This design comes from an exercise in tuning for small area on the open sky130 flow, not from production work. The RTL was checked by simulation tests, not by an equivalence proof against the original design.

==> run a <==
==> flow/design.v <==
package sha1_pkg;
  localparam int SHA1_WORD_W = 32;
  localparam int SHA1_BLK_W  = 512;
  localparam logic [7:0] SHA1_PAD_BYTE = 8'h80;
  localparam logic [31:0] SHA1_H0 = 32'h67452301;
  localparam logic [31:0] SHA1_H1 = 32'hEFCDAB89;
  localparam logic [31:0] SHA1_H2 = 32'h98BADCFE;
  localparam logic [31:0] SHA1_H3 = 32'h10325476;
  localparam logic [31:0] SHA1_H4 = 32'hC3D2E1F0;
  typedef enum logic {
    ACCUM = 1'b0,
    SEND  = 1'b1
  } sha1_pad_state_e;
endpackage
module sha1_pad_word
(
  input  logic [sha1_pkg::SHA1_WORD_W-1:0] in_data,
  input  logic [2:0]             nbytes,
  output logic [sha1_pkg::SHA1_WORD_W-1:0] out_word
);
  always_comb begin
    case (nbytes)
      3'd0:    out_word = {sha1_pkg::SHA1_PAD_BYTE, 24'h0};
      3'd1:    out_word = {in_data[31:24], sha1_pkg::SHA1_PAD_BYTE, 16'h0};
      3'd2:    out_word = {in_data[31:16], sha1_pkg::SHA1_PAD_BYTE, 8'h0};
      3'd3:    out_word = {in_data[31:8], sha1_pkg::SHA1_PAD_BYTE};
      default: out_word = in_data;
    endcase
  end
endmodule
module sha1_msg_pad
#(
  parameter int LEN_W = 23
) (
  input  logic                   clk,
  input  logic                   rst,
  input  logic [sha1_pkg::SHA1_WORD_W-1:0] in_data,
  input  logic                   in_vld,
  input  logic                   in_last,
  input  logic [2:0]             in_bytes,
  output logic                   in_rdy,
  output logic [sha1_pkg::SHA1_BLK_W-1:0]  blk_data,
  output logic                   blk_vld,
  input  logic                   blk_rdy,
  output logic                   blk_first,
  output logic                   blk_final
);
  localparam logic [31:0] MARK_WORD = {sha1_pkg::SHA1_PAD_BYTE, 24'h0};
  sha1_pkg::sha1_pad_state_e    state_q, state_d;
  logic [0:15][31:0]  w_q, w_d;
  logic [3:0]         idx_q, idx_d;
  logic [LEN_W-1:0]   cnt_q, cnt_d;
  logic               pend_q, pend_d;
  logic               mark_q, mark_d;
  logic               first_q, first_d;
  logic               final_q, final_d;
  logic [2:0]         nb;
  logic [5:0]         add_bits;
  logic [LEN_W-1:0]   len_nxt;
  logic [63:0]        len64_nxt;
  logic [63:0]        len64_cur;
  logic [4:0]         pos;
  logic [31:0]        padded;
  assign nb        = (in_bytes > 3'd4) ? 3'd4 : in_bytes;
  assign add_bits  = in_last ? {nb, 3'b000} : 6'd32;
  assign len_nxt   = cnt_q + LEN_W'(add_bits);
  assign len64_nxt = 64'(len_nxt);
  assign len64_cur = 64'(cnt_q);
  assign pos       = (nb == 3'd4) ? ({1'b0, idx_q} + 5'd1) : {1'b0, idx_q};
  sha1_pad_word u_pad_word (
    .in_data  (in_data),
    .nbytes   (nb),
    .out_word (padded)
  );
  always_comb begin
    state_d = state_q;
    w_d     = w_q;
    idx_d   = idx_q;
    cnt_d   = cnt_q;
    pend_d  = pend_q;
    mark_d  = mark_q;
    first_d = first_q;
    final_d = final_q;
    in_rdy  = (state_q == sha1_pkg::ACCUM);
    case (state_q)
      sha1_pkg::ACCUM: begin
        if (in_vld) begin
          cnt_d = len_nxt;
          if (!in_last) begin
            w_d[idx_q] = in_data;
            idx_d      = idx_q + 4'd1;
            if (idx_q == 4'd15) begin
              state_d = sha1_pkg::SEND;
              final_d = 1'b0;
            end
          end else begin
            w_d[idx_q] = padded;
            if (nb == 3'd4 && pos <= 5'd15) w_d[pos[3:0]] = MARK_WORD;
            if (pos <= 5'd13) begin
              w_d[14] = len64_nxt[63:32];
              w_d[15] = len64_nxt[31:0];
              final_d = 1'b1;
            end else begin
              final_d = 1'b0;
              pend_d  = 1'b1;
              mark_d  = (pos == 5'd16);
            end
            state_d = sha1_pkg::SEND;
          end
        end
      end
      sha1_pkg::SEND: begin
        if (blk_rdy) begin
          w_d = '0;
          if (pend_q) begin
            w_d[0]  = mark_q ? MARK_WORD : 32'h0;
            w_d[14] = len64_cur[63:32];
            w_d[15] = len64_cur[31:0];
            final_d = 1'b1;
            pend_d  = 1'b0;
            mark_d  = 1'b0;
            first_d = 1'b0;
          end else begin
            idx_d   = 4'd0;
            state_d = sha1_pkg::ACCUM;
            if (final_q) begin
              first_d = 1'b1;
              final_d = 1'b0;
              cnt_d   = '0;
            end else begin
              first_d = 1'b0;
            end
          end
        end
      end
      default: state_d = sha1_pkg::ACCUM;
    endcase
  end
  always_ff @(posedge clk or posedge rst) begin
    if (rst) begin
      state_q <= sha1_pkg::ACCUM;
      w_q     <= '0;
      idx_q   <= '0;
      cnt_q   <= '0;
      pend_q  <= 1'b0;
      mark_q  <= 1'b0;
      first_q <= 1'b1;
      final_q <= 1'b0;
    end else begin
      state_q <= state_d;
      w_q     <= w_d;
      idx_q   <= idx_d;
      cnt_q   <= cnt_d;
      pend_q  <= pend_d;
      mark_q  <= mark_d;
      first_q <= first_d;
      final_q <= final_d;
    end
  end
  assign blk_data  = w_q;
  assign blk_vld   = (state_q == sha1_pkg::SEND);
  assign blk_first = first_q;
  assign blk_final = final_q;
endmodule
==> flow/run.sh <==
#!/bin/bash
# synth_recipe.tcl (not shown) runs the flow's synth.tcl, then flattens the netlist and writes it again
# the make line also repeats each setting of config.mk as NAME=value (left out here)
make -C /OpenROAD-flow-scripts/flow DESIGN_CONFIG=/design/flow/config.mk WORK_HOME=/design/flow/orfs CLKGATE_MAP_FILE= SYNTH_SCRIPT=/design/flow/synth_recipe.tcl finish
==> flow/config.mk <==
export PLATFORM = sky130hd
export DESIGN_NAME = sha1_msg_pad
export DESIGN_NICKNAME = sha1_msg_pad
export VERILOG_FILES = /design/flow/design.v
export SDC_FILE = /design/flow/constraint.sdc
export NUM_CORES = 4
export LEC_CHECK = 0
export CAP_MARGIN = 20
export CORE_MARGIN = 2
export CORE_UTILIZATION = 40
export SLEW_MARGIN = 20
==> flow/constraint.sdc <==
create_clock -name core_clock -period 5.0 [get_ports {clk}]
set_input_delay 1.0000 -clock core_clock [delete_from_list [all_inputs] [get_ports {clk}]]
set_output_delay 1.0000 -clock core_clock [all_outputs]
set_load 0.01 [all_outputs]
==> run b: changes against run a <==
==> flow/design.v (replaced) <==
package sha1_pkg;
  localparam int SHA1_WORD_W = 32;
  localparam int SHA1_BLK_W  = 512;
  localparam logic [7:0] SHA1_PAD_BYTE = 8'h80;
  localparam logic [31:0] SHA1_H0 = 32'h67452301;
  localparam logic [31:0] SHA1_H1 = 32'hEFCDAB89;
  localparam logic [31:0] SHA1_H2 = 32'h98BADCFE;
  localparam logic [31:0] SHA1_H3 = 32'h10325476;
  localparam logic [31:0] SHA1_H4 = 32'hC3D2E1F0;
  typedef enum logic {
    ACCUM = 1'b0,
    SEND  = 1'b1
  } sha1_pad_state_e;
endpackage
module sha1_pad_word
(
  input  logic [sha1_pkg::SHA1_WORD_W-1:0] in_data,
  input  logic [2:0]             nbytes,
  output logic [sha1_pkg::SHA1_WORD_W-1:0] out_word
);
  always_comb begin
    case (nbytes)
      3'd0:    out_word = {sha1_pkg::SHA1_PAD_BYTE, 24'h0};
      3'd1:    out_word = {in_data[31:24], sha1_pkg::SHA1_PAD_BYTE, 16'h0};
      3'd2:    out_word = {in_data[31:16], sha1_pkg::SHA1_PAD_BYTE, 8'h0};
      3'd3:    out_word = {in_data[31:8], sha1_pkg::SHA1_PAD_BYTE};
      default: out_word = in_data;
    endcase
  end
endmodule
module sha1_msg_pad
#(
  parameter int LEN_W = 23
) (
  input  logic                   clk,
  input  logic                   rst,
  input  logic [sha1_pkg::SHA1_WORD_W-1:0] in_data,
  input  logic                   in_vld,
  input  logic                   in_last,
  input  logic [2:0]             in_bytes,
  output logic                   in_rdy,
  output logic [sha1_pkg::SHA1_BLK_W-1:0]  blk_data,
  output logic                   blk_vld,
  input  logic                   blk_rdy,
  output logic                   blk_first,
  output logic                   blk_final
);
  localparam int BC_W = LEN_W - 3;
  logic               snd_q;             
  logic [BC_W-1:0]    bc_q, bc_nx;       
  logic               pend_q;            
  logic               first_q;
  logic               final_q;
  logic [0:15][31:0]  w_q, w_d;
  logic               acc, xfer, full, start, fits, lastb, mark, clr;
  logic [3:0]         idx;
  logic [2:0]         nb;
  logic [31:0]        padded, dat;
  logic [BC_W-1:2]    cin;
  logic [15:0]        wr;
  logic               len_sel;
  assign acc   = in_vld & ~snd_q;
  assign xfer  = blk_rdy & snd_q;
  assign idx   = bc_q[5:2];                      
  assign start = (idx == 4'd0);
  assign full  = in_bytes[2];                    
  assign nb    = full ? 3'd4 : in_bytes;
  assign lastb = acc & in_last;
  assign fits  = ~(idx[3] & idx[2] & (idx[1] | idx[0] & full));
  assign mark  = (bc_q[5:0] == 6'd0);
  sha1_pad_word u_pad_word (
    .in_data  (in_data),
    .nbytes   (nb),
    .out_word (padded)
  );
  assign dat = in_last ? padded : in_data;
  always_comb begin
    cin[2] = acc & (~in_last | full);
    for (int i = 2; i < BC_W - 1; i++) cin[i+1] = cin[i] & bc_q[i];
    bc_nx[BC_W-1:2] = bc_q[BC_W-1:2] ^ cin;
    bc_nx[1:0]      = bc_q[1:0] | ({2{lastb & ~full}} & in_bytes[1:0]);
  end
  always_comb begin
    for (int i = 0; i < 16; i++) wr[i] = acc & (idx == 4'(i));
  end
  assign clr     = xfer | (acc & start);
  assign len_sel = xfer | (lastb & fits);
  always_comb begin
    for (int i = 0; i < 16; i++)
      w_d[i] = (w_q[i] & {32{~clr}}) | (dat & {32{wr[i]}});
    for (int i = 1; i < 16; i++)
      w_d[i][31] = w_d[i][31] | (wr[i-1] & in_last & full);
    w_d[0][31] = w_d[0][31] | (xfer & mark);
    w_d[15][LEN_W-1:3] = w_d[15][LEN_W-1:3] | (bc_nx & {(LEN_W-3){len_sel}});
  end
  always_ff @(posedge clk) begin
    w_q <= w_d;
  end
  always_ff @(posedge clk or posedge rst) begin
    if (rst) bc_q <= '0;
    else     bc_q <= bc_nx & {BC_W{~(xfer & final_q)}};
  end
  always_ff @(posedge clk or posedge rst) begin
    if (rst) begin
      snd_q   <= 1'b0;
      pend_q  <= 1'b0;
      first_q <= 1'b1;
      final_q <= 1'b0;
    end else if (acc) begin
      if (in_last) begin
        snd_q   <= 1'b1;
        final_q <= fits;
        pend_q  <= ~fits;
      end else if (idx == 4'd15) begin
        snd_q   <= 1'b1;
        final_q <= 1'b0;
      end
    end else if (xfer) begin
      if (pend_q) begin
        final_q <= 1'b1;
        pend_q  <= 1'b0;
        first_q <= 1'b0;
      end else begin
        snd_q   <= 1'b0;
        first_q <= final_q;
      end
    end
  end
  assign blk_data  = w_q;
  assign in_rdy    = ~snd_q;
  assign blk_vld   = snd_q;
  assign blk_first = first_q;
  assign blk_final = final_q;
endmodule
==> flow/flow/run.sh (new file) <==
#!/bin/bash
# Standard ORFS layout (the standard.sh), with two changes that affect only area:
#  - the port buffers are the smallest buffer cell (buf_1) instead of buffer_ports' default pick;
#  - CTS builds the clock tree from clkbuf_8 cells in clusters of at most 15 sinks within 60 um,
#    and inserts no dummy loads.
# The make output goes to standard_flow.log; each ORFS step writes its own log under orfs/logs.
set -euo pipefail
export BUFFER_PORTS_ARGS="-buffer_cell sky130_fd_sc_hd__buf_1"
export CTS_ARGS="-sink_clustering_enable -repair_clock_nets -dont_use_dummy_load -buf_list {sky130_fd_sc_hd__clkbuf_8} -sink_clustering_size 15 -sink_clustering_max_diameter 60"
bash standard.sh finish > standard_flow.log 2>&1
==> flow/standard.sh (new file) <==
#!/bin/bash
# synth_recipe.tcl (not shown) runs the flow's synth.tcl, then flattens the netlist and writes it again
# the make line also repeats each setting of config.mk as NAME=value (left out here)
make -C /OpenROAD-flow-scripts/flow DESIGN_CONFIG=/design/flow/config.mk WORK_HOME=/design/flow/orfs CLKGATE_MAP_FILE= SYNTH_SCRIPT=/design/flow/synth_recipe.tcl "${@:-finish}"
--- a/flow/config.mk
+++ b/flow/config.mk
@@ -8,4 +8,4 @@
 export CAP_MARGIN = 20
 export CORE_MARGIN = 2
-export CORE_UTILIZATION = 40
+export CORE_UTILIZATION = 65
 export SLEW_MARGIN = 20
removed: flow/run.sh
==> qor.csv <==
metric,value,unit
comb_power_share,0.254,
status,timing/DRC/antenna clean,
crit_fanout,2,
mostFrequentLayoutCell,buf_1,
synthTopCellsByArea,"dfxtp_1, o21ai_0, nand2_1",
p_clk,0.00204,W
multi_input_gates,1153,
grt_max_degree,185,
critPathLaunchType,primary input,
Source of the figures above: run b

==> qor.csv <==
metric,value,unit
mostFrequentLayoutCell,clkdlybuf4s50_1,
comb_power_share,0.315,
synthTopCellsByArea,"dfrtp_1, o2bb2ai_1, nand2_1",
routed.top_layer,met5,
r2r_start,idx_q[1],
p_clk,0.00435,W
crit_fanout,11,
grt_pass1_wl,157000,um
status,timing/DRC/antenna clean,
most-common-layout-cells,"clkdlybuf4s50_1, dfrtp_1, nand2_1",
Source of the figures above: run a

what the ideal ports hide:
The flow's constraints put no driver on any port. The routed layouts listed below were extracted and timed again, unchanged, in two steps. Step 1: set_driving_cell puts a clkbuf_16 on clk and a buf_2 on each other input, an assumption about the parent block. Step 2 moves the port delays by t, midway between the first and last clock arrival at a register: inputs arrive t later, outputs are due t later. That takes back most of the time a late clock gives input paths. Slacks: ideal ports / drivers / drivers and shift; pairs: ideal ports / drivers.
run	t, ns	setup WS [ns]	latest minus earliest clock arrival (ns)
run a	0.686	0.727 / 0.727 / 0.051	0.038 / 0.038
run b	0.617	0.475 / 0.505 / -0.112	0.041 / 0.042
With both steps, setup timing fails in run b, where it was met with ideal ports. For run a, which loses most, drivers alone change the setup slack by 0.000 ns; drivers and shift together by -0.676 ns.
